This is an optimization exercise on Yosys and OpenROAD, whose aim is small area and a short achievable clock period, not a production implementation. Function was not checked in any run shown here: the RTL went through the layout flow alone. Power and IR drop assume default switching activity.

==> design.v <==
package dither_pkg;
    localparam int PIX_W = 8;
    localparam int Q_W = 5;
    localparam int SH_W = 6;
    localparam int RGB_W = 24;
    localparam int LINE_TOTAL = 24;
    localparam int LATENCY = 2 * LINE_TOTAL + 3;
    localparam int PIX_STAGES = 11;
    localparam int QLAT = PIX_STAGES + 1;
    localparam int HIST_NEXT = LINE_TOTAL - 5;
    localparam int HIST_FAR  = 2 * LINE_TOTAL - 10;
    localparam int HIST_LEN  = HIST_FAR + 1;
    localparam int CNT_W   = 6;
    localparam int CNT_MAX = LATENCY;
endpackage
import dither_pkg::*;
module diffusion_row
#(
    parameter int K = 3
) (
    input  logic             clk,
    input  logic [PIX_W-1:0] value_in,
    input  logic [K-1:0]     share,
    output logic [PIX_W-1:0] value_out
);
    logic               neg;
    logic [K:0]         lo;
    logic               cy;
    logic [PIX_W-K-1:0] hi;
    logic [PIX_W-K-1:0] hi_new;
    logic               up;
    logic               dn;
    logic [PIX_W-K:0]   all1;
    logic [PIX_W-K:0]   all0;
    logic               ovf;
    logic               unf;
    assign neg = share[K-1];
    assign lo = {1'b0, value_in[K-1:0]} + {1'b0, share};
    assign cy = lo[K];
    assign hi = value_in[PIX_W-1:K];
    assign up = cy && !neg;
    assign dn = !cy && neg;
    always_comb begin
        all1[0] = 1'b1;
        all0[0] = 1'b1;
        for (int i = 0; i < PIX_W - K; i++) begin
            all1[i+1] = all1[i] && hi[i];
            all0[i+1] = all0[i] && !hi[i];
        end
        for (int i = 0; i < PIX_W - K; i++) begin
            hi_new[i] = hi[i] ^ ((up && all1[i]) || (dn && all0[i]));
        end
    end
    assign ovf = up && all1[PIX_W-K];
    assign unf = dn && all0[PIX_W-K];
    always_ff @(posedge clk) begin
        value_out <= unf ? '0 : (ovf ? '1 : {hi_new, lo[K-1:0]});
    end
endmodule
module line_fifo
#(
    parameter int WIDTH = 1,
    parameter int DEPTH = 1
) (
    input  logic             clk,
    input  logic [WIDTH-1:0] din,
    output logic [DEPTH-1:0][WIDTH-1:0] taps
);
    always_ff @(posedge clk) begin
        taps[0] <= din;
        for (int i = 1; i < DEPTH; i++) begin
            taps[i] <= taps[i-1];
        end
    end
endmodule
import dither_pkg::*;
module jjn_quantizer
(
    input  logic             clk,
    input  logic [PIX_W-1:0] value_in,
    input  logic             de_in,
    output logic [Q_W-1:0]   q_out,
    output logic             bd_out
);
    logic signed [5:0] w7;
    logic signed [9:0] u0;
    logic signed [9:0] u1;
    logic              unf;
    logic              ovf;
    logic              b;
    assign w7 = 6'($signed(q_out)) + 6'($signed(q_out) >>> 1) - 6'($signed(q_out) >>> 2);
    assign u0 = $signed({2'b00, value_in}) + w7;
    assign u1 = $signed({2'b00, value_in}) + w7 + 10'sd1;
    assign unf = u0[9];
    assign ovf = !u0[9] && u0[8];
    assign b   = !u0[9] && (u0[8] || u0[7]);
    always_ff @(posedge clk) begin
        if (!de_in || unf || ovf)
            q_out <= '0;
        else
            q_out <= b ? u1[7:3] : u0[7:3];
        bd_out <= b;
    end
endmodule
import dither_pkg::*;
module jjn_dither_top
(
    input  logic             clk,
    input  logic             rst,
    input  logic [RGB_W-1:0] rgb,
    input  logic             de,
    input  logic             hs,
    input  logic             vs,
    output logic [RGB_W-1:0] dout,
    output logic             de_out,
    output logic             hs_out,
    output logic             vs_out
);
    logic [CNT_W-1:0] cnt;
    always_ff @(posedge clk) begin
        if (rst)
            cnt <= '0;
        else if (cnt != CNT_W'(CNT_MAX))
            cnt <= cnt + 1'b1;
    end
    logic [LATENCY-1:0][1:0] sync_taps;
    logic [QLAT:0]           de_taps;
    line_fifo #(.WIDTH(2), .DEPTH(LATENCY)) sync_dly (
        .clk(clk), .din({hs, vs}), .taps(sync_taps)
    );
    line_fifo #(.WIDTH(1), .DEPTH(QLAT + 1)) de_dly (
        .clk(clk), .din(de), .taps(de_taps)
    );
    logic [PIX_STAGES:1][PIX_W-1:0] pix;
    logic [HIST_LEN-2:0][Q_W:0] hist_taps;
    logic [Q_W-1:0]   q_next;
    logic [Q_W-1:0]   q_near;
    logic             bd_near;
    function automatic logic [2:0] share_w1(input logic [Q_W-1:0] q);
        case (q[4:3])
            2'b00:   share_w1 = 3'sd0;
            2'b01:   share_w1 = 3'sd1;
            2'b10:   share_w1 = -3'sd3;
            default: share_w1 = -3'sd2;
        endcase
    endfunction
    function automatic logic [4:0] share_w5(input logic [Q_W-1:0] q);
        share_w5 = $signed(q) - ($signed(q) >>> 3);
    endfunction
    function automatic logic [5:0] share_w7(input logic [Q_W-1:0] q);
        share_w7 = 6'($signed(q)) + 6'($signed(q) >>> 1) - 6'($signed(q) >>> 2);
    endfunction
    logic [5:0] gr;
    logic [6:0] gg;
    logic [5:0] gb;
    logic [6:0] gs_q;
    logic [6:1] gc_q;
    assign gr = rgb[23:18];
    assign gg = rgb[15:9];
    assign gb = rgb[7:2];
    always_ff @(posedge clk) begin
        gs_q <= {gg[6], gr ^ gg[5:0] ^ gb};
        gc_q <= (gr & gg[5:0]) | (gr & gb) | (gg[5:0] & gb);
    end
    logic           keep_next;
    logic           keep_far;
    logic [3:0]     far_q41;
    logic [4:0]     far_w5;
    logic [4:0]     next_w5;
    logic [5:0]     next_w7;
    assign keep_next = !rst && (cnt >= CNT_W'(HIST_NEXT));
    assign keep_far  = !rst && (cnt >= CNT_W'(HIST_FAR));
    logic use_next;
    logic use_far;
    assign use_next = keep_next && !hist_taps[HIST_NEXT-2][Q_W];
    assign use_far  = keep_far && !hist_taps[HIST_FAR-2][Q_W];
    always_ff @(posedge clk) begin
        far_q41 <= use_far ? hist_taps[HIST_FAR-2][Q_W-1:1] : '0;
        far_w5  <= use_far ? share_w5(hist_taps[HIST_FAR-2][Q_W-1:0]) : '0;
        next_w5 <= use_next ? share_w5(hist_taps[HIST_NEXT-2][Q_W-1:0]) : '0;
        next_w7 <= use_next ? share_w7(hist_taps[HIST_NEXT-2][Q_W-1:0]) : '0;
    end
    assign q_next = hist_taps[HIST_NEXT-1][Q_W] ? '0 : hist_taps[HIST_NEXT-1][Q_W-1:0];
    logic [2:0] far_w1;
    assign far_w1 = share_w1({far_q41, 1'b0});
    logic signed [9:0] far0_sum;
    assign far0_sum = $signed({3'b0, gs_q}) + $signed({3'b0, gc_q, 1'b0}) + $signed(far_w1);
    always_ff @(posedge clk) begin
        pix[1] <= far0_sum[9] ? '0 : far0_sum[PIX_W-1:0];
    end
    diffusion_row #(.K(4)) far1 (.clk(clk), .value_in(pix[1]), .share(far_q41), .value_out(pix[2]));
    diffusion_row #(.K(5)) far2 (.clk(clk), .value_in(pix[2]), .share(far_w5), .value_out(pix[3]));
    diffusion_row #(.K(4)) far3 (.clk(clk), .value_in(pix[3]), .share(far_q41), .value_out(pix[4]));
    diffusion_row #(.K(3)) far4 (.clk(clk), .value_in(pix[4]), .share(far_w1), .value_out(pix[5]));
    diffusion_row #(.K(4)) nxt0 (.clk(clk), .value_in(pix[5]), .share(q_next[4:1]), .value_out(pix[6]));
    diffusion_row #(.K(5)) nxt1 (.clk(clk), .value_in(pix[6]), .share(next_w5), .value_out(pix[7]));
    diffusion_row #(.K(6)) nxt2 (.clk(clk), .value_in(pix[7]), .share(next_w7), .value_out(pix[8]));
    diffusion_row #(.K(5)) nxt3 (.clk(clk), .value_in(pix[8]), .share(next_w5), .value_out(pix[9]));
    diffusion_row #(.K(4)) nxt4 (.clk(clk), .value_in(pix[9]), .share(q_next[4:1]), .value_out(pix[10]));
    diffusion_row #(.K(5)) cur0 (.clk(clk), .value_in(pix[10]), .share(share_w5(q_near)), .value_out(pix[11]));
    logic de_eff;
    assign de_eff = de_taps[PIX_STAGES] && (cnt >= CNT_W'(QLAT));
    jjn_quantizer quantizer_i (
        .clk(clk), .value_in(pix[PIX_STAGES]), .de_in(de_eff),
        .q_out(q_near), .bd_out(bd_near)
    );
    logic [Q_W:0] q_code;
    always_comb begin
        if (!de_taps[QLAT])
            q_code = {1'b1, Q_W'(0)};
        else if (q_near == '0 && bd_near)
            q_code = {1'b1, Q_W'(1)};
        else
            q_code = {1'b0, q_near};
    end
    always_ff @(posedge clk) begin
        hist_taps[0] <= q_code;
        for (int i = 1; i < HIST_LEN - 1; i++) begin
            hist_taps[i] <= hist_taps[i-1];
        end
        if (!keep_next) hist_taps[HIST_NEXT-1][Q_W-1:0] <= '0;
    end
    logic       out_ok;
    logic [1:0] bd_q;
    logic [2:0] sync_q;
    assign out_ok = !rst && (cnt == CNT_W'(CNT_MAX));
    logic [Q_W:0] out_code;
    logic         out_de;
    logic         out_bd;
    assign out_code = hist_taps[HIST_FAR-1];
    assign out_de   = !out_code[Q_W] || out_code[0];
    assign out_bd   = out_code[Q_W] ? out_code[0] : out_code[Q_W-1];
    logic         pre_bd;
    logic [Q_W:0] pre_code;
    assign pre_code = hist_taps[HIST_FAR-2];
    always_ff @(posedge clk) begin
        pre_bd  <= pre_code[Q_W] ? pre_code[0] : pre_code[Q_W-1];
        bd_q[1] <= out_ok && out_bd;
        bd_q[0] <= out_ok && pre_bd;
        sync_q <= out_ok ? {out_de, sync_taps[LATENCY-1]} : 3'b000;
    end
    assign dout = {{12{bd_q[1]}}, {12{bd_q[0]}}};
    assign {de_out, hs_out, vs_out} = sync_q;
endmodule
==> flow/run.sh <==
#!/bin/bash
# The standard layout (standard.sh) with these ORFS settings changed:
#   ADDER_MAP_FILE empty: no adder cells are extracted in synthesis, so ABC
#     maps all of the arithmetic itself (registers and names unchanged);
#   and the placement/CTS/repair settings listed on the make line below.
# Every tool's output goes to orfs_make.log here; ORFS keeps its per-step
# logs under orfs/logs.
set -euo pipefail
bash standard.sh ADDER_MAP_FILE= MATCH_CELL_FOOTPRINT=0 'BUFFER_PORTS_ARGS=-buffer_cell sky130_fd_sc_hd__buf_2' finish > orfs_make.log 2>&1
==> standard.sh <==
#!/bin/bash
# synth_recipe.tcl (not shown) runs the flow's synth.tcl, then flattens the netlist and writes it again
# the make line also repeats each setting of config.mk as NAME=value (left out here)
make -C /OpenROAD-flow-scripts/flow DESIGN_CONFIG=/design/flow/config.mk WORK_HOME=/design/flow/orfs CLKGATE_MAP_FILE= SYNTH_SCRIPT=/design/flow/synth_recipe.tcl "${@:-finish}"
==> config.mk <==
export PLATFORM = sky130hd
export DESIGN_NAME = jjn_dither_top
export DESIGN_NICKNAME = jjn_dither_top
export VERILOG_FILES = /design/flow/design.v
export SDC_FILE = /design/flow/constraint.sdc
export NUM_CORES = 4
export LEC_CHECK = 0
export ABC_AREA = 1
export CAP_MARGIN = 20
export CORE_MARGIN = 2
export CORE_UTILIZATION = 60
export CTS_BUF_LIST = sky130_fd_sc_hd__clkbuf_16
export CTS_CLUSTER_DIAMETER = 100
export CTS_CLUSTER_SIZE = 28
export SETUP_SLACK_MARGIN = 3.9
export SLEW_MARGIN = 20
==> constraint.sdc <==
create_clock -name core_clock -period 6.5 [get_ports {clk}]
set_input_delay 1.3000 -clock core_clock [delete_from_list [all_inputs] [get_ports {clk}]]
set_output_delay 1.3000 -clock core_clock [all_outputs]
set_load 0.01 [all_outputs]
==> flow_metrics.py, run 1 <==
metrics = {
    "die": {
        "fp.dieW_um": 161,
        "core.rowCount": 57,
        "core-area_mm2": 0.0242,
        "dieArea_mm2": 0.0259,
        "dieHeight_um": 161,
        "ios": 56,
        "start_util_pct": 60.9,
    },
    "clock_network": {
        "cts_setup_buffers": 0,
        "cts_hold_buf": 0,
        "clkTransAtPathRegs_ns": 0.10,
        "cts_sinks": 479,
        "cts_made_buffers": 21,
        "cts_tree": "built",
        "insertion_delay_ns": 0.53,
        "cts.root.buffer_cell": "clkbuf_16",
        "cts_buffer_depth": 3,
        "h-tree-depth": 1,
    },
    "setup_path": {
        "cp-end-kind": "output port",
        "criticalPathCategory": "reg2out",
        "cp_top_family": "flip-flops",
        "path_max_fanout": 12,
        "arrival_ns": 1.19,
        "start_kind": "flip-flop",
        "slowest_delay_ns": 0.48,
        "cpMaxStageDelayCell": "dfxtp_1",
        "worst_ep_required_time_ns": 5.20,
        "path_cells": "buf_2",
        "crit_buf_inv": 1,
    },
    "global_routing": {
        "grt_pass1_wl_um": 36200,
        "grt_pass1_vias": 8115,
        "grt_usage_pct": 16.8,
        "overflow": 0,
        "grt_max_degree": 29,
        "antenna_found_initial": 0,
    },
    "timing": {
        "tightestPinTransition_ns": 0.499,
        "slew_viol_final": 0,
        "post-route-min-period_ns": 2.49,
        "rsz0062_at_grt": "no",
        "fmax_mhz": 402,
        "period_share_pct": 38.3,
        "hold_viol": 0,
        "setup_violations": 0,
        "maxSlewHeadroom_pct": 66.3,
        "clock_skew_ns": 0.0151,
        "tns_ns": 0,
    },
    "min_path": {
        "holdCritPathClass": "reg2reg",
    },
    "yosys": {
        "synthTopCellsByCount": "dfxtp_1, nand2_1, nor2_1",
        "yosysMostFrequentCell": "dfxtp_1",
        "synth.avg_cell_area_um2": 9.57,
        "synth-seq-area-share_pct": 65.0,
        "synth_area_leaders": "dfxtp_1, nand2_1, nor2_1",
        "syn_inst": 1542,
        "ys_async_sr_fraction_pct": 0,
        "synth_area_leader_cell": "dfxtp_1",
        "synth_flop_cell": "dfxtp_1",
        "yosys_warnings": 8,
        "ys_ff_latch": 479,
        "ys_types": 46,
        "synth_nets": 1571,
        "synth_edf_count": 0,
        "synth_top_area_share_pct": 65.0,
        "synthesis.area_mm2": 0.0148,
    },
    "route": {
        "dr.first_iter.drc_count": 437,
        "routed_wirelength_um": 21400,
        "ant_nets": 0,
        "via_per_inst": 4.67,
        "vias": 8929,
        "drc": 0,
        "firstDrtPassIters": 5,
        "wl_per_cell_um": 11.2,
    },
    "power": {
        "power.density_mw_per_mm2": 349,
        "peakVddDrop_mv": 0.284,
        "p_leak_nw": 7.21,
    },
    "finish": {
        "antenna_cells": 0,
        "fin_cells": 1911,
        "nNetsFinal": 1615,
        "drive_above_1_share_pct": 8.82,
        "area_growth_pct": 6.97,
    },
    "placement": {
        "place.gp.congestion": 0.830,
        "hpwl_um": 15300,
        "place_inst": 1887,
        "portBuffers": 50,
    },
    "run_status": {
        "outcome": "finished clean",
    },
    "run": {
        "cap_violations": 0,
    },
}
[per-stage QoR]
step	setup WS (ns)	utilization (%)	hold slack [ns]	area, um2	total power [W]
global route	3.90	65.1	0.322	15800	0.00581
finish	4.01	65.1	0.323	15800	0.00551
global placement	3.79	62.7	0.309	15200	0.00415
CTS	3.93	65.0	0.327	15800	0.00557
floorplan	4.26	-	0.310	14800	0.00400
detailed placement	3.79	62.7	0.312	15200	0.00417
[final timing paths]
check	startpoint	endpoint	slack (ns)	cells past startpoint
min reg2reg	de_dly.taps[1]$_DFF_P_	de_dly.taps[2]$_DFF_P_	0.32	0
min	de_dly.taps[1]$_DFF_P_	de_dly.taps[2]$_DFF_P_	0.32	0
max reg2reg	quantizer_i.q_out[1]$_SDFF_PP0_	cur0.value_out[0]$_SDFF_PP0_	4.18	16
max	bd_q[0]$_DFF_P_	dout[4]	4.01	1
[placed cells by master, fill, tap and decap left out, types with 2 or more instances in the layout]
cell / Yosys / final
nor2_2: 4 / 5
o21ai_1: 5 / 5
o21ai_0: 51 / 51
nand2_1: 262 / 261
xor2_2: 2 / 3
dfxtp_4: 0 / 3
clkinvlp_4: 0 / 2
buf_2: 2 / 50
a31oi_1: 6 / 6
maj3_1: 10 / 10
a21boi_0: 2 / 2
inv_1: 177 / 176
xor2_1: 52 / 51
nand4_1: 6 / 6
nor3b_1: 4 / 4
nor2_1: 192 / 191
dfxtp_1: 479 / 474
nand3_1: 55 / 55
clkinv_1: 2 / 2
nand3_2: 8 / 8
a21boi_1: 3 / 3
nand2_4: 5 / 5
or2_2: 7 / 7
nand2_2: 13 / 14
nor2_4: 2 / 2
xnor2_1: 27 / 27
clkbuf_16: 0 / 21
o31ai_1: 7 / 7
inv_2: 12 / 13
dfxtp_2: 0 / 2
a21oi_1: 87 / 86
nor3_1: 18 / 18
[cell type report]
cell class / count / area, um2
clock buffer: 21 / 526
tap: 324 / 405
inverter: 192 / 726
fill: 1934 / 8460
clock inverter: 3 / 31.3
sequential: 479 / 9600
multi-input combinational: 842 / 4250
timing repair buffer: 50 / 250
[logic make-up (layout without fill, tap and decap cells)]
kind of cell	after synthesis	in the layout	share of synthesized area (%)
adder cells (fa/ha/maj)	10	10	0.678
XOR/XNOR	81	81	4.91
AO/OA/AOI/OAI	170	170	6.22
AND/OR/NAND/NOR	581	581	16.9
flip-flops	479	479	65.0
buffers and inverters	221	266	6.36
[registers in the layout, indices dropped and copies added, names as in the netlist, 8 cells and up]
register        cells
far2.value_out      8
nxt0.value_out      8
de_dly.taps        13
nxt3.value_out      8
nxt4.value_out      8
pix                 8
nxt1.value_out      8
far1.value_out      8
far3.value_out      8
far4.value_out      8
nxt2.value_out      8
hist_taps         225
sync_dly.taps     102
cur0.value_out      8
[where the power goes]
group	total (W)	switching, W	internal (W)
registers	0.00337	0.000149	0.00322
logic	0.000728	0.000441	0.000286
clock network	0.00141	0.000816	0.000592
total	0.00551	0.00141	0.00410
[per-layer routing]
layer | GRT usage, % | vias to the layer above | share of wire (%)
li1 | - | 4835 | -
met1 | 23.0 | 3976 | 49
met2 | 28.3 | 90 | 45
met3 | 2.04 | 28 | 3.0
met4 | 4.26 | 0 | 2.3
met5 | 0 | - | 0
[repair_timing]
action	CTS	global route
gates resized for setup	1	12
cloned	0	0
endpoints found under the setup margin	4	32
endpoints found under the hold margin	0	0
==> run 2, diff against run 1 <==
--- a/design.v
+++ b/design.v
@@ -223,3 +223,3 @@
     logic       out_ok;
-    logic [1:0] bd_q;
+    logic [2:0] bd_q;
     logic [2:0] sync_q;
@@ -232,12 +232,18 @@
     assign out_bd   = out_code[Q_W] ? out_code[0] : out_code[Q_W-1];
-    logic         pre_bd;
-    logic [Q_W:0] pre_code;
-    assign pre_code = hist_taps[HIST_FAR-2];
-    always_ff @(posedge clk) begin
-        pre_bd  <= pre_code[Q_W] ? pre_code[0] : pre_code[Q_W-1];
-        bd_q[1] <= out_ok && out_bd;
-        bd_q[0] <= out_ok && pre_bd;
+    logic [Q_W:0] pre1_code;
+    logic [Q_W:0] pre2_code;
+    logic         pre1_bd;
+    logic [1:0]   pre2_bd;
+    assign pre1_code = hist_taps[HIST_FAR-2];
+    assign pre2_code = hist_taps[HIST_FAR-3];
+    always_ff @(posedge clk) begin
+        pre1_bd    <= pre1_code[Q_W] ? pre1_code[0] : pre1_code[Q_W-1];
+        pre2_bd[0] <= pre2_code[Q_W] ? pre2_code[0] : pre2_code[Q_W-1];
+        pre2_bd[1] <= pre2_bd[0];
+        bd_q[2]    <= out_ok && out_bd;
+        bd_q[1]    <= out_ok && pre1_bd;
+        bd_q[0]    <= out_ok && pre2_bd[1];
         sync_q <= out_ok ? {out_de, sync_taps[LATENCY-1]} : 3'b000;
     end
-    assign dout = {{12{bd_q[1]}}, {12{bd_q[0]}}};
+    assign dout = {{8{bd_q[2]}}, {8{bd_q[1]}}, {8{bd_q[0]}}};
     assign {de_out, hs_out, vs_out} = sync_q;
==> flow_metrics.py, run 2 <==
metrics = {
    "timing": {
        "timing.final.ws_setup_ns": 4.09,
        "post-route-min-period_ns": 2.41,
        "hold_viol": 0,
        "holdWs_ns": 0.298,
        "period_share_pct": 37.0,
        "setup_violations": 0,
        "tns_ns": 0,
        "maxSlewHeadroom_pct": 45.4,
        "clock_skew_ns": 0.0277,
        "rsz0062_at_grt": "no",
        "slew_viol_final": 0,
        "tightestPinTransition_ns": 0.812,
        "fmax_mhz": 416,
    },
    "finish": {
        "drive_above_1_share_pct": 10.5,
        "area_growth_pct": 7.00,
        "final_common_cell": "dfxtp_1",
        "largest_reg_flops": 225,
        "nNetsFinal": 1632,
        "reg.largest.list": "hist_taps x225, sync_dly.taps x102, de_dly.taps x13",
        "antenna_cells": 0,
        "fillCellCount": 2051,
        "fin_cells": 1926,
        "regMostFlops": "hist_taps",
        "final_cell_mix": "dfxtp_1, nand2_1, inv_1, nor2_1, a21oi_1",
    },
    "yosys": {
        "ys_ff_latch": 482,
        "ys_types": 53,
        "yosys_warnings": 8,
        "synth-seq-area-share_pct": 64.5,
        "synth_area_leader_cell": "dfxtp_1",
        "synthTopCellsByCount": "dfxtp_1, nand2_1, inv_1",
        "synth_edf_count": 0,
        "synth_area_leaders": "dfxtp_1, nand2_1, inv_1",
        "yosysMostFrequentCell": "dfxtp_1",
        "synth_nets": 1583,
        "syn_inst": 1554,
        "synthesis.area_mm2": 0.0150,
        "ys_async_sr_fraction_pct": 0,
        "synth.avg_cell_area_um2": 9.62,
        "synth_flop_cell": "dfxtp_1",
        "synth_top_area_share_pct": 64.5,
    },
    "setup_path": {
        "start_kind": "flip-flop",
        "path_cells": "buf_2",
        "critPathLaunch": "bd_q[2]$_DFF_P_",
        "worst_ep_required_time_ns": 5.20,
        "reg2reg_from": "far_q41[3]$_SDFF_PN0_",
        "cp_top_family": "flip-flops",
        "criticalPathCategory": "reg2out",
        "crit_buf_inv": 1,
        "rrSetupSlack_ns": 4.18,
        "arrival_ns": 1.11,
        "slowest_delay_ns": 0.42,
        "r2r_cells": 18,
        "cpMaxStageDelayCell": "dfxtp_1",
        "path_max_fanout": 8,
        "r2r-end": "far4.value_out[0]$_SDFF_PP0_",
        "cp-end-kind": "output port",
    },
    "route": {
        "wl_per_cell_um": 11.5,
        "drc": 0,
        "vias": 9090,
        "dr.first_iter.drc_count": 532,
        "via_per_inst": 4.72,
        "routed_wirelength_um": 22100,
        "ant_nets": 0,
        "firstDrtPassIters": 5,
    },
    "clock_network": {
        "cts_tree": "built",
        "insertion_delay_ns": 0.53,
        "cts_made_buffers": 21,
        "cts.root.buffer_cell": "clkbuf_16",
        "clkTransAtPathRegs_ns": 0.11,
        "cts_sinks": 482,
        "cts_buffer_depth": 3,
        "h-tree-depth": 1,
    },
    "global_routing": {
        "grt_pass1_vias": 8340,
        "grt_max_degree": 29,
        "overflow": 0,
        "grt_usage_pct": 17.2,
        "antenna_found_initial": 0,
        "grt_pass1_wl_um": 37400,
    },
    "power": {
        "p_switching_w": 0.00138,
        "seqPwrFrac_pct": 61.6,
        "pwr-share-clk_pct": 25.8,
        "p_int_w": 0.00410,
        "fin_total_pwr_w": 0.00547,
        "p_leak_nw": 7.28,
        "peakVddDrop_mv": 0.283,
        "power.density_mw_per_mm2": 342,
        "pwr-share-comb_pct": 12.5,
        "switching_share_pct": 25.2,
    },
    "die": {
        "core-area_mm2": 0.0244,
        "core.rowCount": 57,
        "ios": 56,
        "fp.dieW_um": 162,
        "start_util_pct": 61.3,
        "dieHeight_um": 162,
        "dieArea_mm2": 0.0262,
    },
    "min_path": {
        "min-delay-start": "de_dly.taps[5]$_DFF_P_",
        "holdCritPathClass": "reg2reg",
        "hold_path_depth": 0,
        "worstHoldEndpoint": "de_dly.taps[6]$_DFF_P_",
    },
    "placement": {
        "portBuffers": 50,
        "place_inst": 1901,
        "hpwl_um": 15800,
        "place.gp.congestion": 0.851,
        "place_ws_ns": 3.69,
    },
    "run": {
        "cap_violations": 0,
    },
    "run_status": {
        "outcome": "finished clean",
    },
}
==> run 2: worst max path at each step <==
stage | cells after the start | end
after floorplan | 4 | next_w5[4]$_SDFF_PN0_
after global placement | 5 | next_w5[4]$_SDFF_PN0_
after detailed placement | 5 | next_w5[4]$_SDFF_PN0_
after CTS | 17 | far4.value_out[0]$_SDFF_PP0_
after global routing | 15 | nxt0.value_out[4]$_SDFF_PP0_
final | 1 | dout[22]
==> run 2: metrics by stage <==
stage	instance area [um2]	util, %
6_report	16000	65.6
3_3_place_gp	15400	63.2
3_5_place_dp	15400	63.2
2_1_floorplan	15000	-
5_1_grt	16000	65.6
4_1_cts	16000	65.4
==> run 2: final cells by class <==
cell class,instances,area (um2),share of cell area (%)
sequential,482,9660,60.4
tap,324,405,2.53
clock inverter,1,30.0,0.188
multi-input combinational,840,4330,27.0
inverter,205,777,4.86
timing repair buffer,53,273,1.70
clock buffer,21,526,3.28
==> run 2: cells by family after synthesis <==
kind of cell               count (synthesis)  share of synthesized area [%]
adders and majority gates                  9                          0.602
xor gates and xnor gates                  79                           4.68
muxes                                      1                         0.0753
buffers and inverters                    232                           6.58
AOI/OAI and AO/OA                        176                           6.54
DFF                                      482                           64.5
and+or+nand+nor                          575                           17.0
==> run 2: routing by layer <==
metal | wire, um | GRT usage [%] | share of wire [%]
met1 | 10800 | 23.2 | 49
met2 | 10100 | 29.4 | 46
met3 | 743 | 2.50 | 3.4
met4 | 482 | 4.38 | 2.2
met5 | 0 | 0 | 0
==> run 2: power groups by stage <==
stage,registers (W),logic [W],clock network (W)
after floorplan,0.00340,0.000571,0
after global placement,0.00343,0.000675,0
after detailed placement,0.00344,0.000683,0
after CTS,0.00338,0.000690,0.00147
after global routing,0.00341,0.000796,0.00158
final,0.00337,0.000686,0.00141
==> run 2: what timing repair did <==
item | 4_1_cts | 5_1_grt
endpoints found under the setup margin | 12 | 24
gates resized for setup | 2 | 8
pin swaps | 0 | 0
hold buffers | 0 | 0
setup buffers | 0 | 3
==> run 3, diff against run 2 <==
--- a/config.mk
+++ b/config.mk
@@ -14,3 +14,3 @@
 export CTS_CLUSTER_SIZE = 28
-export SETUP_SLACK_MARGIN = 3.9
+export SETUP_SLACK_MARGIN = 4.0
 export SLEW_MARGIN = 20
==> flow_metrics.py, run 3 <==
metrics = {
    "power": {
        "p_leak_nw": 7.33,
        "peakVddDrop_mv": 0.283,
        "seqPwrFrac_pct": 61.5,
        "p_switching_w": 0.00139,
        "switching_share_pct": 25.3,
        "pwr-share-comb_pct": 12.7,
        "p_int_w": 0.00410,
        "power.density_mw_per_mm2": 341,
        "pwr-share-clk_pct": 25.8,
        "fin_total_pwr_w": 0.00549,
    },
    "min_path": {
        "holdCritPathClass": "reg2reg",
    },
    "finish": {
        "multi_input_area_mm2": 0.00437,
        "fillCellCount": 2029,
        "final_cell_mix": "dfxtp_1, nand2_1, inv_1, nor2_1, a21oi_1",
        "drive_above_1_share_pct": 11.4,
        "regMostFlops": "hist_taps",
        "area_growth_pct": 7.61,
        "seqCellArea_mm2": 0.00967,
        "largest_reg_flops": 225,
        "antenna_cells": 0,
        "final_common_cell": "dfxtp_1",
        "reg.largest.list": "hist_taps x225, sync_dly.taps x102, de_dly.taps x13",
        "nNetsFinal": 1637,
    },
    "yosys": {
        "synth_flop_cell": "dfxtp_1",
        "synthesis.area_mm2": 0.0150,
        "syn_inst": 1554,
        "synth_nets": 1583,
        "ys_async_sr_fraction_pct": 0,
        "synth_top_area_share_pct": 64.5,
        "synth_area_leaders": "dfxtp_1, nand2_1, inv_1",
        "synthTopCellsByCount": "dfxtp_1, nand2_1, inv_1",
        "yosysMostFrequentCell": "dfxtp_1",
        "ys_ff_latch": 482,
        "synth.avg_cell_area_um2": 9.62,
        "synth_area_leader_cell": "dfxtp_1",
        "yosys_warnings": 8,
        "synth_edf_count": 0,
        "ys_types": 53,
        "synth-seq-area-share_pct": 64.5,
    },
    "setup_path": {
        "start_kind": "flip-flop",
        "worst_ep_required_time_ns": 5.20,
        "rrSetupSlack_ns": 4.18,
        "cpMaxStageDelayCell": "dfxtp_1",
        "criticalPathCategory": "reg2out",
        "cp-end-kind": "output port",
        "slowest_delay_ns": 0.42,
        "arrival_ns": 1.11,
        "path_cells": "buf_2",
        "cp_top_family": "flip-flops",
        "crit_buf_inv": 1,
        "path_max_fanout": 8,
    },
    "global_routing": {
        "overflow": 0,
        "grt_pass1_vias": 8340,
        "grt_usage_pct": 17.2,
        "antenna_found_initial": 0,
        "grt_max_degree": 29,
        "grt_pass1_wl_um": 37400,
    },
    "timing": {
        "clock_skew_ns": 0.0279,
        "post-route-min-period_ns": 2.41,
        "slew_viol_final": 0,
        "rsz0062_at_grt": "no",
        "hold_viol": 0,
        "tightestPinTransition_ns": 0.777,
        "maxSlewHeadroom_pct": 47.7,
        "tns_ns": 0,
        "period_share_pct": 37.0,
        "fmax_mhz": 416,
        "setup_violations": 0,
    },
    "route": {
        "ant_nets": 0,
        "firstDrtPassIters": 4,
        "wl_per_cell_um": 11.5,
        "routed_wirelength_um": 22300,
        "via_per_inst": 4.72,
        "vias": 9115,
        "dr.first_iter.drc_count": 496,
        "drc": 0,
    },
    "die": {
        "fp.dieW_um": 162,
        "start_util_pct": 61.3,
        "dieArea_mm2": 0.0262,
        "core-area_mm2": 0.0244,
        "ios": 56,
        "dieHeight_um": 162,
        "core.rowCount": 57,
    },
    "clock_network": {
        "cts_buffer_depth": 3,
        "insertion_delay_ns": 0.53,
        "cts_tree": "built",
        "clkTransAtPathRegs_ns": 0.11,
        "h-tree-depth": 1,
        "cts_made_buffers": 21,
        "cts.root.buffer_cell": "clkbuf_16",
        "cts_sinks": 482,
    },
    "placement": {
        "hpwl_um": 15800,
        "place.gp.congestion": 0.851,
        "portBuffers": 50,
    },
    "run_status": {
        "outcome": "finished clean",
    },
    "run": {
        "cap_violations": 0,
    },
}
[run 3: logic make-up after synthesis]
kind of cell               count (synthesis)  synth area share, %
and+or+nand+nor                          575                 17.0
xor gates and xnor gates                  79                 4.68
DFF                                      482                 64.5
muxes                                      1               0.0753
adders and majority gates                  9                0.602
buffers and inverters                    232                 6.58
AOI/OAI and AO/OA                        176                 6.54
[run 3: final timing paths]
check / endpoint / start / depth (start not counted)
hold / removal: de_dly.taps[6]$_DFF_P_ / de_dly.taps[5]$_DFF_P_ / 0
setup reg to reg: quantizer_i.q_out[4]$_SDFF_PP0_ / quantizer_i.q_out[4]$_SDFF_PP0_ / 15
setup / recovery: dout[22] / bd_q[2]$_DFF_P_ / 1
hold reg to reg: de_dly.taps[6]$_DFF_P_ / de_dly.taps[5]$_DFF_P_ / 0
[run 3: timing repair]
item	4_1_cts	5_1_grt
cloned	0	0
buffers inserted	0	8
endpoints found under the setup margin	12	47
gates resized for setup	2	26
hold buffers	0	0
pin swaps	0	3
[run 3: metal layers]
layer,vias to the layer above,global-route usage [%],share of wire (%)
li1,4891,-,-
met1,4084,23.2,49
met2,113,29.4,46
met3,27,2.50,3.4
met4,0,4.38,2.2
met5,-,0,0
[run 3: power groups by stage]
| stage | logic (W) | registers, W | clock network [W] |
|---|---|---|---|
| 4_1_cts | 0.000690 | 0.00338 | 0.00147 |
| 5_1_grt | 0.000807 | 0.00341 | 0.00158 |
| 3_5_place_dp | 0.000683 | 0.00344 | 0 |
| 3_3_place_gp | 0.000675 | 0.00343 | 0 |
| 2_1_floorplan | 0.000571 | 0.00340 | 0 |
| 6_report | 0.000696 | 0.00337 | 0.00142 |
[run 3: cell type report]
| class | instances | share of cell area [%] |
|---|---|---|
| timing repair buffer | 58 | 1.91 |
| clock inverter | 1 | 0.187 |
| inverter | 205 | 4.84 |
| clock buffer | 21 | 3.27 |
| sequential | 482 | 60.1 |
| tap | 324 | 2.52 |
| multi-input combinational | 840 | 27.2 |
[run 3: metrics by stage]
stage	instances	util, %	setup WS (ns)	hold WS (ns)	cell area (um2)
final	1931	66.0	4.09	0.297	16100
after global routing	1931	66.0	3.96	0.304	16100
after CTS	1923	65.4	4.01	0.297	16000
after detailed placement	1901	63.2	3.69	0.312	15400
after global placement	1901	63.2	3.66	0.310	15400
after floorplan	1554	-	4.26	0.310	15000
==> run 4, diff against run 3 <==
--- a/config.mk
+++ b/config.mk
@@ -14,3 +14,3 @@
 export CTS_CLUSTER_SIZE = 28
-export SETUP_SLACK_MARGIN = 4.0
+export SETUP_SLACK_MARGIN = 4.15
 export SLEW_MARGIN = 20
==> flow_metrics.py, run 4 <==
metrics = {
    "clock_network": {
        "cts_made_buffers": 21,
        "cts_sinks": 482,
        "insertion_delay_ns": 0.53,
        "cts_buffer_depth": 3,
        "cts.root.buffer_cell": "clkbuf_16",
        "cts_hold_buf": 0,
        "clkTransAtPathRegs_ns": 0.11,
        "h-tree-depth": 1,
        "cts_tree": "built",
    },
    "yosys": {
        "synth.avg_cell_area_um2": 9.62,
        "synthesis.area_mm2": 0.0150,
        "synth_flop_cell": "dfxtp_1",
        "synth_top_area_share_pct": 64.5,
        "synth_edf_count": 0,
        "synth_nets": 1583,
        "ys_ff_latch": 482,
        "syn_inst": 1554,
        "ys_async_sr_fraction_pct": 0,
        "yosysMostFrequentCell": "dfxtp_1",
        "synth-seq-area-share_pct": 64.5,
        "yosys_warnings": 8,
        "ys_types": 53,
        "synth_area_leader_cell": "dfxtp_1",
        "synth_area_leaders": "dfxtp_1, nand2_1, inv_1",
        "synthTopCellsByCount": "dfxtp_1, nand2_1, inv_1",
    },
    "timing": {
        "maxSlewHeadroom_pct": 52.0,
        "setup_violations": 0,
        "fmax_mhz": 420,
        "post-route-min-period_ns": 2.38,
        "rsz0062_at_grt": "yes",
        "period_share_pct": 36.6,
        "tightestPinTransition_ns": 0.714,
        "slew_viol_final": 0,
        "tns_ns": 0,
        "hold_viol": 0,
        "clock_skew_ns": 0.0305,
    },
    "placement": {
        "hpwl_um": 15800,
        "place.gp.congestion": 0.851,
        "place_inst": 1901,
        "portBuffers": 50,
    },
    "setup_path": {
        "r2r-end": "quantizer_i.q_out[2]$_SDFF_PP0_",
        "endpoint": "dout[15]",
        "arrival_ns": 1.08,
        "critPathLaunch": "bd_q[1]$_DFF_P_",
        "r2r_cells": 19,
        "worst_ep_required_time_ns": 5.20,
        "cp.depth": 1,
        "reg2reg_from": "quantizer_i.q_out[4]$_SDFF_PP0_",
        "start_kind": "flip-flop",
        "path_max_fanout": 8,
        "rrSetupSlack_ns": 4.25,
        "cpMaxStageDelayCell": "dfxtp_4",
        "crit_buf_inv": 1,
        "slowest_delay_ns": 0.41,
        "cp-end-kind": "output port",
        "criticalPathCategory": "reg2out",
        "cp_top_family": "flip-flops",
        "path_cells": "buf_2",
    },
    "finish": {
        "reg.largest.list": "hist_taps x225, sync_dly.taps x102, de_dly.taps x13",
        "nNetsFinal": 1670,
        "drive_above_1_share_pct": 18.3,
        "antenna_cells": 0,
        "final_cell_mix": "dfxtp_1, nand2_1, inv_1, nor2_1, a21oi_1",
        "regMostFlops": "hist_taps",
        "utilization_pct": 69.5,
        "fin_cells": 1964,
        "area_growth_pct": 13.3,
        "final_common_cell": "dfxtp_1",
        "largest_reg_flops": 225,
    },
    "min_path": {
        "holdCritPathClass": "reg2reg",
        "hold_path_depth": 0,
    },
    "route": {
        "wl_per_cell_um": 11.9,
        "routed_wirelength_um": 23400,
        "dr.first_iter.drc_count": 460,
        "drc": 0,
        "vias": 9328,
        "ant_nets": 0,
        "firstDrtPassIters": 4,
        "via_per_inst": 4.75,
    },
    "global_routing": {
        "grt_pass1_vias": 8392,
        "use_met1_pct": 23.3,
        "grt_pass1_wl_um": 37600,
        "grt_usage_pct": 17.4,
        "antenna_found_initial": 0,
        "grt_max_degree": 29,
        "use_met3_pct": 2.50,
        "grt_busiest_layer": "met2",
        "overflow": 0,
        "gr-usage-met2_pct": 29.8,
    },
    "run": {
        "cap_violations": 0,
    },
    "power": {
        "pwr-share-clk_pct": 25.2,
        "switching_share_pct": 26.4,
        "seqPwrFrac_pct": 59.9,
        "p_leak_nw": 7.57,
        "p_switching_w": 0.00149,
        "pwr-share-comb_pct": 15.0,
        "peakVddDrop_mv": 0.284,
        "p_int_w": 0.00416,
        "power.density_mw_per_mm2": 333,
    },
    "die": {
        "dieArea_mm2": 0.0262,
        "core.rowCount": 57,
        "ios": 56,
        "fp.dieW_um": 162,
        "core-area_mm2": 0.0244,
        "dieHeight_um": 162,
        "start_util_pct": 61.3,
    },
    "run_status": {
        "outcome": "finished clean",
    },
}
[run 4: layout make-up]
class                      instances  area, um2
clock inverter                     1       30.0
tap                              324        405
inverter                         205        802
timing repair buffer              91        704
clock buffer                      21        526
fill                            1895       7450
sequential                       482       9690
multi-input combinational        840       4780
[run 4: timing repair]
item,4_1_cts,5_1_grt
setup buffers,0,41
resized for setup,33,150
pin swaps,0,51
endpoints found under the setup margin,44,91
cloned,0,0
[run 4: metal layers]
layer / part of all wire [%] / routed length (um)
met1: 47 / 11000
met2: 47 / 11100
met3: 3.4 / 792
met4: 2.5 / 592
met5: 0 / 0
[run 4: how the worst min path moves through the flow]
stage	endpoint	slack, ns	start
after floorplan	de_dly.taps[10]$_DFF_P_	0.31	de_dly.taps[9]$_DFF_P_
after global placement	hist_taps[92]$_DFF_P_	0.31	hist_taps[86]$_DFF_P_
after detailed placement	hist_taps[13]$_DFF_P_	0.31	hist_taps[7]$_DFF_P_
after CTS	de_dly.taps[6]$_DFF_P_	0.30	de_dly.taps[5]$_DFF_P_
after global routing	sync_dly.taps[14]$_DFF_P_	0.30	sync_dly.taps[12]$_DFF_P_
final	de_dly.taps[6]$_DFF_P_	0.29	de_dly.taps[5]$_DFF_P_
[run 4: stage by stage]
stage	power (W)	hold WS [ns]	setup slack [ns]	cell area (um2)
2_1_floorplan	0.00397	0.310	4.26	15000
3_5_place_dp	0.00412	0.312	3.69	15400
3_3_place_gp	0.00411	0.310	3.66	15400
5_1_grt	0.00595	0.304	4.06	16900
4_1_cts	0.00553	0.297	4.10	16100
6_report	0.00565	0.295	4.12	16900
[run 4: power groups by stage]
stage	Combinational (W)	Sequential, W	Clock [W]
detailed placement	0.000683	0.00344	0
global placement	0.000675	0.00343	0
floorplan	0.000571	0.00340	0
finish	0.000845	0.00338	0.00142
CTS	0.000690	0.00338	0.00147
global route	0.000956	0.00342	0.00158
[run 4: cells by family (layout without fill, tap and decap cells)]
family                   after synthesis  after routing  share of synthesized area (%)
AND/OR/NAND/NOR                      575            575                           17.0
adder cells (fa/ha/maj)                9              9                          0.602
flip-flops                           482            482                           64.5
buffers and inverters                232            318                           6.58
XOR/XNOR                              79             79                           4.68
multiplexers                           1              1                         0.0753
AO/OA/AOI/OAI                        176            176                           6.54
==> run 5, diff against run 4 <==
--- a/config.mk
+++ b/config.mk
@@ -14,3 +14,3 @@
 export CTS_CLUSTER_SIZE = 28
-export SETUP_SLACK_MARGIN = 4.15
+export SETUP_SLACK_MARGIN = 4.25
 export SLEW_MARGIN = 20
==> flow_metrics.py, run 5 <==
metrics = {
    "run_status": {
        "outcome": "finished clean",
    },
    "timing": {
        "setup_violations": 0,
        "period_share_pct": 36.1,
        "fmax_mhz": 426,
        "rsz0062_at_grt": "yes",
        "tns_ns": 0,
        "post-route-min-period_ns": 2.35,
        "holdWs_ns": 0.299,
        "tightestPinTransition_ns": 0.847,
        "timing.final.ws_setup_ns": 4.15,
        "clock_skew_ns": 0.0266,
        "slew_viol_final": 0,
        "maxSlewHeadroom_pct": 43.0,
        "hold_viol": 0,
    },
    "global_routing": {
        "grt_pass1_wl_um": 37600,
        "antenna_found_initial": 0,
        "grt_max_degree": 29,
        "overflow": 0,
        "grt_usage_pct": 17.3,
        "grt_pass1_vias": 8430,
    },
    "yosys": {
        "synth_top_area_share_pct": 64.5,
        "synth_xor_area_share_pct": 4.68,
        "yosysMostFrequentCell": "dfxtp_1",
        "yosys_warnings": 8,
        "ys_async_sr_fraction_pct": 0,
        "syn_inst": 1554,
        "synthSimpleGateAreaFrac_pct": 17.0,
        "ys_ff_latch": 482,
        "synth-seq-area-share_pct": 64.5,
        "synth.area.mux_share_pct": 0.0753,
        "synthTopCellsByCount": "dfxtp_1, nand2_1, inv_1",
        "synthesis.area_mm2": 0.0150,
        "ys_types": 53,
        "synth_nets": 1583,
        "synth_area_leader_cell": "dfxtp_1",
        "synth_edf_count": 0,
        "synth_area_leaders": "dfxtp_1, nand2_1, inv_1",
        "synth.avg_cell_area_um2": 9.62,
        "synth_compound_area_share_pct": 6.54,
        "synth_flop_cell": "dfxtp_1",
        "synth_top_family_by_area": "simple AND/OR/NAND/NOR gates",
        "synthAdderAreaFrac_pct": 0.602,
    },
    "route": {
        "dr.first_iter.drc_count": 463,
        "drc": 0,
        "via_per_inst": 4.75,
        "firstDrtPassIters": 5,
        "vias": 9301,
        "routed_wirelength_um": 23600,
        "ant_nets": 0,
        "wl_per_cell_um": 12.0,
    },
    "placement": {
        "place_ws_ns": 3.69,
        "hpwl_um": 15800,
        "portBuffers": 50,
        "place.gp.congestion": 0.851,
    },
    "clock_network": {
        "cts_sinks": 482,
        "cts_tree": "built",
        "cts_made_buffers": 21,
        "insertion_delay_ns": 0.53,
        "clkTransAtPathRegs_ns": 0.11,
        "h-tree-depth": 1,
        "cts_hold_buf": 0,
        "cts_buffer_depth": 3,
        "cts.root.buffer_cell": "clkbuf_16",
    },
    "die": {
        "start_util_pct": 61.3,
        "ios": 56,
        "core-area_mm2": 0.0244,
        "core.rowCount": 57,
        "fp.dieW_um": 162,
        "dieHeight_um": 162,
        "dieArea_mm2": 0.0262,
    },
    "finish": {
        "final_common_cell": "dfxtp_1",
        "area_growth_pct": 13.1,
        "nNetsFinal": 1665,
        "fillCellCount": 1926,
        "utilization_pct": 69.4,
        "drive_above_1_share_pct": 20.2,
        "largest_reg_flops": 225,
        "regMostFlops": "hist_taps",
        "antenna_cells": 0,
        "reg.largest.list": "hist_taps x225, sync_dly.taps x102, de_dly.taps x13",
        "final_cell_mix": "dfxtp_1, nand2_1, inv_1, nor2_1, a21oi_1",
    },
    "setup_path": {
        "cp_top_family": "flip-flops",
        "crit_buf_inv": 1,
        "r2r_cells": 18,
        "criticalPathCategory": "reg2out",
        "cpMaxStageDelayCell": "dfxtp_4",
        "worst_ep_required_time_ns": 5.20,
        "path_cells": "buf_2",
        "path_max_fanout": 8,
        "r2r-end": "quantizer_i.q_out[0]$_SDFF_PP0_",
        "reg2reg_from": "quantizer_i.q_out[4]$_SDFF_PP0_",
        "arrival_ns": 1.05,
        "rrSetupSlack_ns": 4.20,
        "cp-end-kind": "output port",
        "slowest_delay_ns": 0.38,
        "start_kind": "flip-flop",
    },
    "power": {
        "p_leak_nw": 7.59,
        "power.density_mw_per_mm2": 335,
        "peakVddDrop_mv": 0.283,
    },
    "run": {
        "cap_violations": 0,
    },
    "min_path": {
        "worstHoldEndpoint": "de_dly.taps[6]$_DFF_P_",
        "holdCritPathClass": "reg2reg",
        "hold_path_depth": 0,
        "min-delay-start": "de_dly.taps[5]$_DFF_P_",
    },
}
run 5: cell types whose count changed in the layout (fill, tap and decap cells not counted), sizes merged:
cell,before,now
buf,91,86
run 5: metrics by stage:
step           total power (W)  area, um2  std cells
4_1_cts                0.00554      16100       1931
5_1_grt                0.00597      16900       1959
6_report               0.00568      16900       1959
2_1_floorplan          0.00397      15000       1554
3_5_place_dp           0.00412      15400       1901
3_3_place_gp           0.00411      15400       1901
run 5: kinds of logic after synthesis:
family,after synthesis
buf+inv,232
fa+ha+maj,9
xor+xnor,79
simple gates,575
compound gates,176
flops,482
mux,1
run 5: metal layers:
metal | vias to the layer above | global-route usage, % | wire [um]
li1 | 4946 | - | -
met1 | 4215 | 23.2 | 11200
met2 | 115 | 29.6 | 11200
met3 | 25 | 2.53 | 723
met4 | 0 | 4.67 | 466
met5 | - | 0 | 0
run 5: layout make-up:
class                      count  area, um2  share of cell area (%)
inverter                     205        805                    4.76
timing repair buffer          86        541                    3.19
tap                          324        405                    2.40
clock inverter                 1       30.0                   0.177
clock buffer                  21        526                    3.11
sequential                   482       9690                    57.3
multi-input combinational    840       4920                    29.1
run 5: worst max path at each step:
stage / cells after the start / to / start / slack (ns)
after floorplan: 4 / next_w5[4]$_SDFF_PN0_ / rst / 4.26
after global routing: 22 / quantizer_i.q_out[3]$_SDFF_PP0_ / quantizer_i.q_out[4]$_SDFF_PP0_ / 4.01
after global placement: 5 / next_w5[4]$_SDFF_PN0_ / rst / 3.66
after CTS: 1 / dout[8] / bd_q[1]$_DFF_P_ / 4.14
after detailed placement: 5 / next_w5[4]$_SDFF_PN0_ / rst / 3.69
final: 1 / dout[14] / bd_q[1]$_DFF_P_ / 4.15
run 5: power by group:
group          internal (W)  switching, W
Clock              0.000592      0.000829
Sequential          0.00323      0.000156
Combinational      0.000337      0.000531
run 5: what timing repair did:
item / CTS / global route
resized for setup: 31 / 180
setup endpoints to repair: 62 / 112
setup buffers: 8 / 28
pin swaps: 4 / 51
gates cloned: 0 / 0
==> run 6, diff against run 5 <==
--- a/config.mk
+++ b/config.mk
@@ -14,3 +14,3 @@
 export CTS_CLUSTER_SIZE = 28
-export SETUP_SLACK_MARGIN = 4.25
+export SETUP_SLACK_MARGIN = 4.05
 export SLEW_MARGIN = 20
==> flow_metrics.py, run 6 <==
metrics = {
    "yosys": {
        "synth.avg_cell_area_um2": 9.62,
        "synthTopCellsByCount": "dfxtp_1, nand2_1, inv_1",
        "synth_top_area_share_pct": 64.5,
        "syn_inst": 1554,
        "yosysMostFrequentCell": "dfxtp_1",
        "synth_flop_cell": "dfxtp_1",
        "synth_area_leader_cell": "dfxtp_1",
        "synth_nets": 1583,
        "synth_edf_count": 0,
        "ys_ff_latch": 482,
        "synth_area_leaders": "dfxtp_1, nand2_1, inv_1",
        "ys_async_sr_fraction_pct": 0,
        "synth-seq-area-share_pct": 64.5,
        "yosys_warnings": 8,
        "synthesis.area_mm2": 0.0150,
        "ys_types": 53,
    },
    "finish": {
        "largest_reg_flops": 225,
        "reg.largest.list": "hist_taps x225, sync_dly.taps x102, de_dly.taps x13",
        "antenna_cells": 0,
        "area_growth_pct": 8.08,
        "nNetsFinal": 1641,
        "regMostFlops": "hist_taps",
        "final_common_cell": "dfxtp_1",
        "final_area_mm2": 0.0162,
        "final_cell_mix": "dfxtp_1, nand2_1, inv_1, nor2_1, a21oi_1",
        "drive_above_1_share_pct": 12.5,
    },
    "power": {
        "peakVddDrop_mv": 0.283,
        "pwr-share-comb_pct": 12.7,
        "pwr-share-clk_pct": 25.8,
        "p_switching_w": 0.00139,
        "power.density_mw_per_mm2": 340,
        "seqPwrFrac_pct": 61.5,
        "p_int_w": 0.00410,
        "switching_share_pct": 25.3,
        "p_leak_nw": 7.36,
    },
    "clock_network": {
        "clkTransAtPathRegs_ns": 0.11,
        "cts_sinks": 482,
        "cts_hold_buf": 0,
        "h-tree-depth": 1,
        "insertion_delay_ns": 0.53,
        "cts_tree": "built",
        "cts_buffer_depth": 3,
        "cts_made_buffers": 21,
        "cts.root.buffer_cell": "clkbuf_16",
    },
    "global_routing": {
        "antenna_found_initial": 0,
        "grt_max_degree": 29,
        "grt_usage_pct": 17.2,
        "overflow": 0,
        "grt_pass1_wl_um": 37400,
        "grt_pass1_vias": 8340,
    },
    "route": {
        "routed_wirelength_um": 22400,
        "dr.first_iter.drc_count": 449,
        "via_per_inst": 4.73,
        "ant_nets": 0,
        "wl_per_cell_um": 11.6,
        "firstDrtPassIters": 5,
        "vias": 9159,
        "drc": 0,
    },
    "timing": {
        "rsz0062_at_grt": "yes",
        "slew_viol_final": 0,
        "fmax_mhz": 426,
        "tightestPinTransition_ns": 0.791,
        "maxSlewHeadroom_pct": 46.8,
        "clock_skew_ns": 0.0280,
        "tns_ns": 0,
        "post-route-min-period_ns": 2.35,
        "period_share_pct": 36.1,
        "timing.final.ws_setup_ns": 4.15,
        "setup_violations": 0,
        "hold_viol": 0,
    },
    "die": {
        "ios": 56,
        "start_util_pct": 61.3,
        "fp.dieW_um": 162,
        "dieHeight_um": 162,
        "dieArea_mm2": 0.0262,
        "core-area_mm2": 0.0244,
        "core.rowCount": 57,
    },
    "placement": {
        "place_ws_ns": 3.69,
        "portBuffers": 50,
        "place.gp.congestion": 0.851,
        "hpwl_um": 15800,
        "placed_area_mm2": 0.0154,
    },
    "setup_path": {
        "cp-end-kind": "output port",
        "slowest_delay_ns": 0.38,
        "cp_top_family": "flip-flops",
        "crit_buf_inv": 1,
        "arrival_ns": 1.05,
        "worst_ep_required_time_ns": 5.20,
        "path_cells": "buf_2",
        "cpMaxStageDelayCell": "dfxtp_2",
        "reg2reg_from": "quantizer_i.q_out[4]$_SDFF_PP0_",
        "path_max_fanout": 8,
        "start_kind": "flip-flop",
        "criticalPathCategory": "reg2out",
        "critPathLaunch": "bd_q[2]$_DFF_P_",
    },
    "run_status": {
        "outcome": "finished clean",
    },
    "min_path": {
        "min-delay-start": "de_dly.taps[5]$_DFF_P_",
        "holdCritPathClass": "reg2reg",
    },
    "run": {
        "cap_violations": 0,
    },
}
==> run 6: cell counts after synthesis <==
No cell type changed its count.
==> run 6: repair_timing <==
item                       4_1_cts  5_1_grt
setup endpoints to repair       15       65
buffers inserted                 0       12
resized for setup                3       39
pin swaps                        0        5
cloned                           0        0
==> run 6: final cells by class <==
cell class	count	area (um2)
Sequential cell	482	9680
Fill cell	2021	8230
Multi-Input combinational cell	840	4410
Inverter	205	783
Clock buffer	21	526
Tap cell	324	405
Timing Repair Buffer	62	338
Clock inverter	1	30.0
==> run 6: cells by family after synthesis <==
kind of cell | after synthesis | share of synthesized area (%)
buf+inv | 232 | 6.58
compound gates | 176 | 6.54
simple gates | 575 | 17.0
mux | 1 | 0.0753
xor+xnor | 79 | 4.68
flops | 482 | 64.5
fa+ha+maj | 9 | 0.602
==> run 6: power by group through the flow <==
stage | clock [W] | sequential [W] | combinational [W]
after global placement | 0 | 0.00343 | 0.000675
after global routing | 0.00158 | 0.00341 | 0.000808
after CTS | 0.00147 | 0.00338 | 0.000690
after floorplan | 0 | 0.00340 | 0.000571
final | 0.00142 | 0.00337 | 0.000696
after detailed placement | 0 | 0.00344 | 0.000683
==> run 6: per-stage QoR <==
stage	util (%)	cells	hold WS, ns	power, W
after floorplan	-	1554	0.310	0.00397
after global routing	66.3	1935	0.304	0.00580
after CTS	65.4	1923	0.297	0.00554
final	66.3	1935	0.297	0.00549
after detailed placement	63.2	1901	0.312	0.00412
after global placement	63.2	1901	0.310	0.00411
==> run 6: per-layer routing <==
layer / track usage (%) / part of all wire [%] / vias to the layer above
li1: - / - / 4902
met4: 4.38 / 2.2 / 0
met2: 29.4 / 46 / 129
met3: 2.50 / 3.8 / 30
met1: 23.2 / 48 / 4098
met5: 0 / 0 / -
==> run 6: final timing paths <==
| check | cells after the start | slack (ns) | endpoint |
|---|---|---|---|
| hold / removal | 0 | 0.30 | de_dly.taps[6]$_DFF_P_ |
| setup reg to reg | 15 | 4.20 | cur0.value_out[0]$_SDFF_PP0_ |
| hold reg to reg | 0 | 0.30 | de_dly.taps[6]$_DFF_P_ |
| setup / recovery | 1 | 4.15 | dout[22] |
==> run 7, diff against run 6 <==
--- a/design.v
+++ b/design.v
@@ -85,4 +85,3 @@
     logic signed [5:0] w7;
-    logic signed [9:0] u0;
-    logic signed [9:0] u1;
+    logic signed [9:0] u;
     logic              unf;
@@ -90,8 +89,9 @@
     logic              b;
+    logic              up;
     assign w7 = 6'($signed(q_out)) + 6'($signed(q_out) >>> 1) - 6'($signed(q_out) >>> 2);
-    assign u0 = $signed({2'b00, value_in}) + w7;
-    assign u1 = $signed({2'b00, value_in}) + w7 + 10'sd1;
-    assign unf = u0[9];
-    assign ovf = !u0[9] && u0[8];
-    assign b   = !u0[9] && (u0[8] || u0[7]);
+    assign u  = $signed({2'b00, value_in}) + w7;
+    assign unf = u[9];
+    assign ovf = !u[9] && u[8];
+    assign b   = !u[9] && (u[8] || u[7]);
+    assign up  = b && (u[2:0] == 3'd7);
     always_ff @(posedge clk) begin
@@ -100,3 +100,3 @@
         else
-            q_out <= b ? u1[7:3] : u0[7:3];
+            q_out <= u[7:3] + Q_W'(up);
         bd_out <= b;
@@ -223,3 +223,3 @@
     logic       out_ok;
-    logic [2:0] bd_q;
+    logic       bd_q;
     logic [2:0] sync_q;
@@ -232,18 +232,7 @@
     assign out_bd   = out_code[Q_W] ? out_code[0] : out_code[Q_W-1];
-    logic [Q_W:0] pre1_code;
-    logic [Q_W:0] pre2_code;
-    logic         pre1_bd;
-    logic [1:0]   pre2_bd;
-    assign pre1_code = hist_taps[HIST_FAR-2];
-    assign pre2_code = hist_taps[HIST_FAR-3];
-    always_ff @(posedge clk) begin
-        pre1_bd    <= pre1_code[Q_W] ? pre1_code[0] : pre1_code[Q_W-1];
-        pre2_bd[0] <= pre2_code[Q_W] ? pre2_code[0] : pre2_code[Q_W-1];
-        pre2_bd[1] <= pre2_bd[0];
-        bd_q[2]    <= out_ok && out_bd;
-        bd_q[1]    <= out_ok && pre1_bd;
-        bd_q[0]    <= out_ok && pre2_bd[1];
+    always_ff @(posedge clk) begin
+        bd_q   <= out_ok && out_bd;
         sync_q <= out_ok ? {out_de, sync_taps[LATENCY-1]} : 3'b000;
     end
-    assign dout = {{8{bd_q[2]}}, {8{bd_q[1]}}, {8{bd_q[0]}}};
+    assign dout = {RGB_W{bd_q}};
     assign {de_out, hs_out, vs_out} = sync_q;
--- a/config.mk
+++ b/config.mk
@@ -14,3 +14,3 @@
 export CTS_CLUSTER_SIZE = 28
-export SETUP_SLACK_MARGIN = 4.05
+export SETUP_SLACK_MARGIN = 3.9
 export SLEW_MARGIN = 20
==> flow_metrics.py, run 7 <==
metrics = {
    "yosys": {
        "synth_nets": 1534,
        "syn_inst": 1505,
        "ys_types": 50,
        "synthTopCellsByCount": "dfxtp_1, nand2_1, nor2_1",
        "yosys_warnings": 8,
        "yosysMostFrequentCell": "dfxtp_1",
        "synth_flop_cell": "dfxtp_1",
        "synth.avg_cell_area_um2": 9.74,
        "synth-seq-area-share_pct": 65.2,
        "synth_area_leaders": "dfxtp_1, nand2_1, nor2_1",
        "ys_async_sr_fraction_pct": 0,
        "ys_ff_latch": 477,
        "synth_top_area_share_pct": 65.2,
        "synthesis.area_mm2": 0.0147,
        "synth_edf_count": 0,
        "synth_area_leader_cell": "dfxtp_1",
    },
    "die": {
        "fp.dieW_um": 160,
        "dieHeight_um": 160,
        "core-area_mm2": 0.0242,
        "ios": 56,
        "dieArea_mm2": 0.0257,
        "core.rowCount": 57,
        "start_util_pct": 60.6,
    },
    "finish": {
        "largest_reg_flops": 225,
        "utilization_pct": 65.2,
        "nNetsFinal": 1580,
        "area_growth_pct": 7.59,
        "final_cell_mix": "dfxtp_1, nand2_1, nor2_1, inv_1, a21oi_1",
        "final_common_cell": "dfxtp_1",
        "drive_above_1_share_pct": 9.99,
        "fin_cells": 1876,
        "final_area_mm2": 0.0158,
        "reg.largest.list": "hist_taps x225, sync_dly.taps x102, de_dly.taps x13",
        "regMostFlops": "hist_taps",
        "antenna_cells": 0,
        "fillCellCount": 1907,
    },
    "setup_path": {
        "path_cells": "buf_2",
        "cpMaxStageDelayCell": "dfxtp_2",
        "path_max_fanout": 24,
        "crit_buf_inv": 1,
        "slowest_delay_ns": 0.49,
        "start_kind": "flip-flop",
        "worst_ep_required_time_ns": 5.20,
        "cp_top_family": "flip-flops",
        "criticalPathCategory": "reg2out",
        "cp-end-kind": "output port",
        "arrival_ns": 1.21,
    },
    "clock_network": {
        "cts_buffer_depth": 3,
        "cts_sinks": 477,
        "clkTransAtPathRegs_ns": 0.10,
        "cts_hold_buf": 0,
        "insertion_delay_ns": 0.54,
        "cts.root.buffer_cell": "clkbuf_16",
        "cts_tree": "built",
        "h-tree-depth": 1,
        "cts_made_buffers": 21,
    },
    "global_routing": {
        "overflow": 0,
        "antenna_found_initial": 1,
        "grt_usage_pct": 16.4,
        "grt_pass1_vias": 7967,
        "grt_pass1_wl_um": 35400,
        "grt_max_degree": 29,
    },
    "power": {
        "power.density_mw_per_mm2": 335,
        "pwr-share-clk_pct": 26.9,
        "seqPwrFrac_pct": 62.7,
        "pwr-share-comb_pct": 10.4,
        "p_int_w": 0.00401,
        "peakVddDrop_mv": 0.283,
        "p_leak_nw": 7.16,
        "switching_share_pct": 24.3,
        "p_switching_w": 0.00128,
    },
    "route": {
        "ant_nets": 0,
        "vias": 8757,
        "via_per_inst": 4.67,
        "routed_wirelength_um": 20800,
        "firstDrtPassIters": 5,
        "dr.first_iter.drc_count": 484,
        "drc": 0,
        "wl_per_cell_um": 11.1,
    },
    "run": {
        "cap_violations": 0,
    },
    "timing": {
        "fmax_mhz": 398,
        "hold_viol": 0,
        "tns_ns": 0,
        "period_share_pct": 38.6,
        "clock_skew_ns": 0.0275,
        "setup_violations": 0,
        "maxSlewHeadroom_pct": 52.3,
        "post-route-min-period_ns": 2.51,
        "rsz0062_at_grt": "no",
        "tightestPinTransition_ns": 0.713,
        "slew_viol_final": 0,
    },
    "placement": {
        "placed_area_mm2": 0.0151,
        "place_inst": 1848,
        "portBuffers": 50,
        "hpwl_um": 14500,
        "place.gp.congestion": 0.814,
    },
    "run_status": {
        "outcome": "finished clean",
    },
    "min_path": {
        "holdCritPathClass": "reg2reg",
    },
}
-- run 7: cell type report --
class / count / area (um2) / area share (%)
flip-flops and latches: 477 / 9570 / 60.7
multi-input cells: 817 / 4250 / 27.0
inverters: 180 / 691 / 4.38
clock buffers: 21 / 526 / 3.33
well taps: 324 / 405 / 2.57
repair buffers: 54 / 278 / 1.76
clock inverters: 3 / 43.8 / 0.278
-- run 7: power by group through the flow --
| stage | clock [W] | combinational, W | sequential [W] |
|---|---|---|---|
| 2_1_floorplan | 0 | 0.000449 | 0.00334 |
| 3_3_place_gp | 0 | 0.000533 | 0.00338 |
| 3_5_place_dp | 0 | 0.000538 | 0.00338 |
| 4_1_cts | 0.00147 | 0.000545 | 0.00332 |
| 5_1_grt | 0.00158 | 0.000640 | 0.00335 |
| 6_report | 0.00142 | 0.000552 | 0.00332 |
-- run 7: cells by family after synthesis --
logic type | share of synthesized area, %
AO/OA/AOI/OAI | 6.51
adder cells (fa/ha/maj) | 0.820
XOR/XNOR | 4.89
AND/OR/NAND/NOR | 16.3
buffers and inverters | 6.29
flip-flops | 65.2
-- run 7: what timing repair did --
item,in CTS,in global routing
setup buffers,0,4
pin swaps,0,2
gates cloned,0,0
resized for setup,4,26
endpoints found under the setup margin,44,36
-- run 7: stage by stage --
stage | worst slack, ns | hold WS [ns] | power (W)
5_1_grt | 3.90 | 0.335 | 0.00557
2_1_floorplan | 4.32 | 0.310 | 0.00379
3_3_place_gp | 3.82 | 0.310 | 0.00391
3_5_place_dp | 3.78 | 0.312 | 0.00392
4_1_cts | 3.91 | 0.328 | 0.00534
6_report | 3.99 | 0.322 | 0.00529
-- run 7: path summary, 6_finish.rpt --
kind / startpoint / endpoint / slack, ns / depth (start not counted)
hold reg to reg: hist_taps[119]$_DFF_P_ / hist_taps[125]$_DFF_P_ / 0.32 / 0
setup reg to reg: quantizer_i.q_out[4]$_SDFF_PP0_ / cur0.value_out[5]$_SDFF_PP0_ / 4.09 / 17
setup / recovery: bd_q$_DFF_P_ / dout[2] / 3.99 / 1
hold / removal: hist_taps[119]$_DFF_P_ / hist_taps[125]$_DFF_P_ / 0.32 / 0
-- run 7: metal layers --
metal	GRT usage (%)	vias to the layer above	wire length, um
li1	-	4748	-
met1	22.1	3875	10100
met2	28.3	110	9650
met3	2.14	24	578
met4	4.10	0	461
met5	0	-	0

-- what the ideal ports hide --
The results above use ideal ports. As a check the final layouts listed here were re-extracted and re-timed, cells and wires unchanged. Step 1 (the two cells are an assumption about what drives the block):
set clk [get_ports {clk}]
set_driving_cell -lib_cell sky130_fd_sc_hd__clkbuf_16 $clk
set_driving_cell -lib_cell sky130_fd_sc_hd__buf_2 [delete_from_list [all_inputs] $clk]
Step 2 times the ports against the registers' clock, not the clock port: input delays grow and output delays shrink by t, the midpoint of the rising clock arrivals with the driver on. a / b / c = ideal / step 1 / step 2; a / b = the first two.
| run | shift t [ns] | setup slack, ns | hold WS [ns] | pins driven straight from the clock port |
|---|---|---|---|---|
| run 1 | 0.571 | 4.013 / 3.965 / 3.749 | 0.323 / 0.323 / 0.323 | 1 |
| run 2 | 0.562 | 4.095 / 4.048 / 3.654 | 0.298 / 0.298 / 0.298 | 1 |
| run 3 | 0.565 | 4.094 / 4.046 / 3.709 | 0.297 / 0.297 / 0.297 | 1 |
| run 4 | 0.567 | 4.119 / 4.072 / 3.788 | 0.295 / 0.295 / 0.295 | 1 |
| run 5 | 0.568 | 4.154 / 4.106 / 3.837 | 0.299 / 0.299 / 0.299 | 1 |
| run 6 | 0.566 | 4.153 / 4.106 / 3.641 | 0.297 / 0.297 / 0.297 | 1 |
| run 7 | 0.575 | 3.990 / 3.940 / 3.799 | 0.322 / 0.322 / 0.322 | 1 |
After both steps every run listed still meets setup and hold. The setup slack of run 6, which loses most, moves by -0.047 ns with the drivers and by -0.512 ns with both steps.
